Source: an optimization exercise on an open RTL-to-GDS flow (aim: small area). Production flows keep margins and buffers that such runs may drop. At most, simulation tests tie the RTL to the original design; equivalence was not proved. The flow treats the clock pin as an ideal source. Dropping or thinning the clock tree relies on that and would not hold on a real chip. Power and IR drop assume default switching activity.

==> flow/design.v <==
`timescale 1ns/1ns
package alu_pkg;
	localparam int word_width = 32;
	localparam int mult_steps = 32;
	localparam int step_cnt_width = $clog2(mult_steps);
	localparam int cla_groups = word_width / 4;
	typedef enum logic [3:0] {
		op_add  = 4'd0,
		op_sub  = 4'd1,
		op_and  = 4'd2,
		op_or   = 4'd3,
		op_not  = 4'd4,
		op_neg  = 4'd5,
		op_shr  = 4'd6,
		op_shra = 4'd7,
		op_shl  = 4'd8,
		op_ror  = 4'd9,
		op_rol  = 4'd10,
		op_mul  = 4'd11
	} alu_op_t;
endpackage
`timescale 1ns/1ns
`timescale 1ns/1ns
`timescale 1ns/1ns
`timescale 1ns/1ns
`timescale 1ns/1ns
import alu_pkg::*;
module alu_unit (
	input  logic                           clk,
	input  logic                           rst,
	input  logic [alu_pkg::word_width-1:0] bus_in,
	input  logic                           y_load,
	input  alu_pkg::alu_op_t               op,
	input  logic                           op_valid,
	output logic [alu_pkg::word_width-1:0] z_hi,
	output logic [alu_pkg::word_width-1:0] z_lo,
	output logic                           done,
	output logic                           busy
);
	logic [31:0] y;
	logic        y_zero;
	logic [31:0] m;
	logic [3:0]  opr;
	logic        run;
	logic [6:0]  cnt;
	logic [33:0] r;
	logic [9:0]  a0;
	logic [9:0]  a1;
	logic [11:0] a2;
	logic        c0;
	logic        c1;
	logic        cy;
	logic        accept;
	logic        term;
	logic        rclass;
	logic        is_mul;
	logic        b0;
	logic        b1;
	logic        b2;
	logic        tail;
	logic        l0;
	logic        l1;
	logic        l2;
	logic        big;
	logic [6:0]  cnt0;
	logic [31:0] a_in;
	logic [10:0] s0;
	logic [10:0] s1;
	logic [10:0] s2;
	logic        co0;
	logic        co1;
	logic        sa;
	logic        sb;
	logic        ssum;
	logic        sbit;
	logic        fill;
	assign rclass = (opr == 4'd6) | (opr == 4'd7) | (opr == 4'd9);
	assign tail   = cnt[6] | (rclass & (&cnt[5:0]));
	assign term   = cnt[6] & (rclass ? cnt[0] : cnt[1]);
	assign busy   = run & ~term;
	assign done   = run & term;
	assign accept = op_valid & ~busy & ~rst;
	assign z_lo = r[31:0];
	assign z_hi = {a2[9:0], a1, a0, r[33:32]};
	assign big = |bus_in[31:5];
	always_comb begin
		case (op)
			4'd6, 4'd7: cnt0 = big ? 7'd31 : {2'b01, ~bus_in[4:0]};
			4'd8:       cnt0 = big ? 7'd32 : {2'b00, bus_in[4:0]};
			4'd9:       cnt0 = {2'b01, ~bus_in[4:0]};
			4'd10:      cnt0 = {2'b01, bus_in[4:0]};
			default:    cnt0 = 7'd32;
		endcase
	end
	assign is_mul = (opr == 4'd11);
	assign b0     = r[2] & is_mul & ~cnt[6];
	assign b1     = r[1] & is_mul & ~(cnt[6] & cnt[0]);
	assign b2     = r[0] & is_mul;
	assign l0     = ~cnt[6] & (&cnt[5:0]);
	assign l1     = cnt[6] & ~cnt[1] & ~cnt[0];
	assign l2     = cnt[6] & cnt[0];
	always_comb begin
		logic c;
		logic [10:0] v;
		logic [10:0] d;
		v = {s1[0], a0};
		d = {11{b0}} & (m[10:0] ^ {11{l0}});
		c = b0 & l0;
		for (int i = 0; i < 11; i++) begin
			s0[i] = v[i] ^ d[i] ^ c;
			c = (v[i] & d[i]) | (v[i] & c) | (d[i] & c);
		end
		co0 = c;
	end
	always_comb begin
		logic c;
		logic [10:0] v;
		logic [10:0] d;
		v = {s2[0], a1};
		d = {11{b1}} & (m[21:11] ^ {11{l1}});
		c = c0;
		for (int i = 0; i < 11; i++) begin
			s1[i] = v[i] ^ d[i] ^ c;
			c = (v[i] & d[i]) | (v[i] & c) | (d[i] & c);
		end
		co1 = c;
	end
	always_comb begin
		logic c;
		logic [10:0] v;
		logic [10:0] d;
		v = a2[10:0];
		d = {11{b2}} & ({m[31], m[31:22]} ^ {11{l2}});
		c = c1;
		for (int i = 0; i < 11; i++) begin
			s2[i] = v[i] ^ d[i] ^ c;
			c = (v[i] & d[i]) | (v[i] & c) | (d[i] & c);
		end
	end
	assign sa   = r[2] & (opr != 4'd5);
	assign sb   = a0[0] ^ ((opr == 4'd1) | (opr == 4'd4) | (opr == 4'd5));
	assign ssum = sa ^ sb ^ cy;
	always_comb begin
		case (opr)
			4'd2:    sbit = sa & sb;
			4'd3:    sbit = sa | sb;
			4'd4:    sbit = sb;
			default: sbit = ssum;
		endcase
	end
	always_comb begin
		case (opr)
			4'd0, 4'd1, 4'd2, 4'd3, 4'd4, 4'd5: fill = sbit & ~tail;
			4'd7:        fill = r[33] & ~tail;
			4'd8, 4'd11: fill = s0[0];
			4'd9, 4'd10: fill = r[2] & ~tail;
			default:     fill = 1'b0;
		endcase
	end
	assign a_in = y_zero ? 32'd0 : y;
	always_ff @(posedge clk) begin
		if (y_load)
			y <= bus_in;
		if (rst)
			y_zero <= 1'b1;
		else if (y_load)
			y_zero <= 1'b0;
	end
	always_ff @(posedge clk) begin
		if (rst)
			run <= 1'b0;
		else if (accept)
			run <= 1'b1;
		else if (term)
			run <= 1'b0;
	end
	always_ff @(posedge clk) begin
		if (accept) begin
			m   <= bus_in;
			opr <= op;
		end
	end
	always_ff @(posedge clk) begin
		if (accept) begin
			r   <= {a_in, 2'b00};
			if (op <= 4'd5)
				{a2, a1, a0} <= bus_in;
			else
				{a2, a1, a0} <= 32'd0;
			c0  <= 1'b0;
			c1  <= 1'b0;
			cy  <= (op == 4'd1) | (op == 4'd5);
			cnt <= cnt0;
		end else begin
			r   <= {fill, r[33:1]};
			a0  <= s0[10:1];
			a1  <= s1[10:1];
			a2  <= {(opr == 4'd8) & r[2] & ~cnt[5] & ~cnt[6], is_mul ? s2[10] : a2[11], s2[10:1]};
			c0  <= co0;
			c1  <= co1;
			cy  <= (sa & sb) | (sa & cy) | (sb & cy);
			cnt <= cnt + 7'd1;
		end
	end
endmodule
clock: 6.0 ns
lec_check: 0
cap_margin: 20
core_margin: 2
core_utilization: 40
cts_buf_list: sky130_fd_sc_hd__clkbuf_8
cts_cluster_size: 30
slew_margin: 20
standard.sh (not shown) runs the stock make flow with config.mk's settings and CLKGATE_MAP_FILE= SYNTH_SCRIPT=/design/flow/synth_recipe.tcl, a recipe that flattens the netlist after the stock synthesis.
==> flow/flow/run.sh <==
#!/bin/bash
# The standard layout (standard.sh), with these changes:
#  - synthesis is standard.sh's own (synth_recipe.tcl and ORFS's synth.tcl,
#    unchanged), run with a copy of ORFS's scripts folder in which the ABC
#    script is flow/abc_area.script: area-oriented mapping instead of ORFS's
#    delay-oriented script with buffering (ABC only maps the logic between
#    registers; the registers are the standard synthesis's);
#  - the port buffers that ORFS inserts before global placement use the
#    smallest buffer cell (every input and output port still gets one);
#  - the clock tree is built by flow/pre_cts.tcl (a root buffer and ten leaf
#    buffers over k-means groups of flip-flops) instead of TritonCTS.
# Each make run's output goes to its own log; ORFS keeps each step's log
# under orfs/logs/.
set -euo pipefail
here=$(pwd)
rm -rf "$here/synth_scripts"
cp -r "$FLOW_HOME/scripts" "$here/synth_scripts"
cp "$here/flow/abc_area.script" "$here/synth_scripts/abc_speed.script"
bash standard.sh "SCRIPTS_DIR=$here/synth_scripts" synth > synth_flow.log 2>&1
bash standard.sh \
  "BUFFER_PORTS_ARGS=-buffer_cell sky130_fd_sc_hd__buf_1" \
  "PRE_CTS_TCL=$here/flow/pre_cts.tcl" \
  "MANUAL_CTS_LEAVES=10" \
  finish > standard_flow.log 2>&1
Other scripts of this flow, unchanged in this note and not shown: flow/flow/abc_area.script, flow/flow/manual_cts.tcl, flow/flow/pre_cts.tcl
Next try:
--- a/flow/design.v
+++ b/flow/design.v
@@ -50,17 +50,15 @@
 	logic        c0;
 	logic        c1;
 	logic        cy;
+	logic        rm1;
 	logic        accept;
 	logic        term;
 	logic        rclass;
 	logic        is_mul;
-	logic        b0;
-	logic        b1;
-	logic        b2;
+	logic        e0;
+	logic        e1;
+	logic        e2;
 	logic        tail;
-	logic        l0;
-	logic        l1;
-	logic        l2;
 	logic        big;
 	logic [6:0]  cnt0;
 	logic [31:0] a_in;
@@ -93,19 +91,16 @@
 		endcase
 	end
 	assign is_mul = (opr == 4'd11);
-	assign b0     = r[2] & is_mul & ~cnt[6];
-	assign b1     = r[1] & is_mul & ~(cnt[6] & cnt[0]);
-	assign b2     = r[0] & is_mul;
-	assign l0     = ~cnt[6] & (&cnt[5:0]);
-	assign l1     = cnt[6] & ~cnt[1] & ~cnt[0];
-	assign l2     = cnt[6] & cnt[0];
+	assign e0     = (r[2] ^ r[1]) & is_mul & ~cnt[6];
+	assign e1     = (r[1] ^ r[0]) & is_mul & ~(cnt[6] & cnt[0]);
+	assign e2     = (r[0] ^ rm1) & is_mul;
 	always_comb begin
 		logic c;
 		logic [10:0] v;
 		logic [10:0] d;
 		v = {s1[0], a0};
-		d = {11{b0}} & (m[10:0] ^ {11{l0}});
-		c = b0 & l0;
+		d = {11{e0}} & (m[10:0] ^ {11{r[2]}});
+		c = e0 & r[2];
 		for (int i = 0; i < 11; i++) begin
 			s0[i] = v[i] ^ d[i] ^ c;
 			c = (v[i] & d[i]) | (v[i] & c) | (d[i] & c);
@@ -117,7 +112,7 @@
 		logic [10:0] v;
 		logic [10:0] d;
 		v = {s2[0], a1};
-		d = {11{b1}} & (m[21:11] ^ {11{l1}});
+		d = {11{e1}} & (m[21:11] ^ {11{r[1]}});
 		c = c0;
 		for (int i = 0; i < 11; i++) begin
 			s1[i] = v[i] ^ d[i] ^ c;
@@ -130,7 +125,7 @@
 		logic [10:0] v;
 		logic [10:0] d;
 		v = a2[10:0];
-		d = {11{b2}} & ({m[31], m[31:22]} ^ {11{l2}});
+		d = {11{e2}} & ({m[31], m[31:22]} ^ {11{r[0]}});
 		c = c1;
 		for (int i = 0; i < 11; i++) begin
 			s2[i] = v[i] ^ d[i] ^ c;
@@ -189,6 +184,7 @@
 				{a2, a1, a0} <= 32'd0;
 			c0  <= 1'b0;
 			c1  <= 1'b0;
+			rm1 <= 1'b0;
 			cy  <= (op == 4'd1) | (op == 4'd5);
 			cnt <= cnt0;
 		end else begin
@@ -198,6 +194,7 @@
 			a2  <= {(opr == 4'd8) & r[2] & ~cnt[5] & ~cnt[6], is_mul ? s2[10] : a2[11], s2[10:1]};
 			c0  <= co0;
 			c1  <= co1;
+			rm1 <= r[0];
 			cy  <= (sa & sb) | (sa & cy) | (sb & cy);
 			cnt <= cnt + 7'd1;
 		end
Register-to-register slack gets worse by 0.06 ns.
Area after synthesis decreases by 0.41%.
Worst setup slack gets worse by 0.061 ns.
Critical path depth decreases by 2.
Core utilization increases by 0.95 points.
Cell area decreases by 0.59%.
Worst hold slack gets worse by 0.012 ns.
Power increases by 1.7%.
Global-route usage decreases by 0.38 points.
Die area decreases by 0.40%.
Synthesized cell count decreases by 8.5%.
Wire length decreases by 2.5%.
No functional check of the RTL was part of the first run of this note. In every run of this note, the design's own scripts or RTL, not TritonCTS, make the clock network.

## re-timing with driven ports
How much do the figures lean on ideal ports? The routed layouts below were timed once more, with nothing changed but the port constraints.
Step 1, drivers: a clkbuf_16 drives clk and a buf_2 each remaining input, both assumed.
Step 2, shift: input delay + t, output delay - t, t = (earliest + latest rising clock arrival at the registers) / 2. This alone moves slack from input paths to output paths.
Three values: no drivers, after step 1, after step 2; two values: the first two.
run	t, ns	setup slack, ns	worst hold slack (ns)	latest minus earliest clock arrival (ns)	worst data-port slew with drivers (ns)
the first run	0.536	0.265 / 0.265 / 0.265	0.460 / 0.460 / 0.460	0.026 / 0.026	0.05
the second run	0.581	0.204 / 0.204 / 0.204	0.448 / 0.448 / 0.448	0.026 / 0.026	0.04
After both steps setup and hold are still met in every run listed.
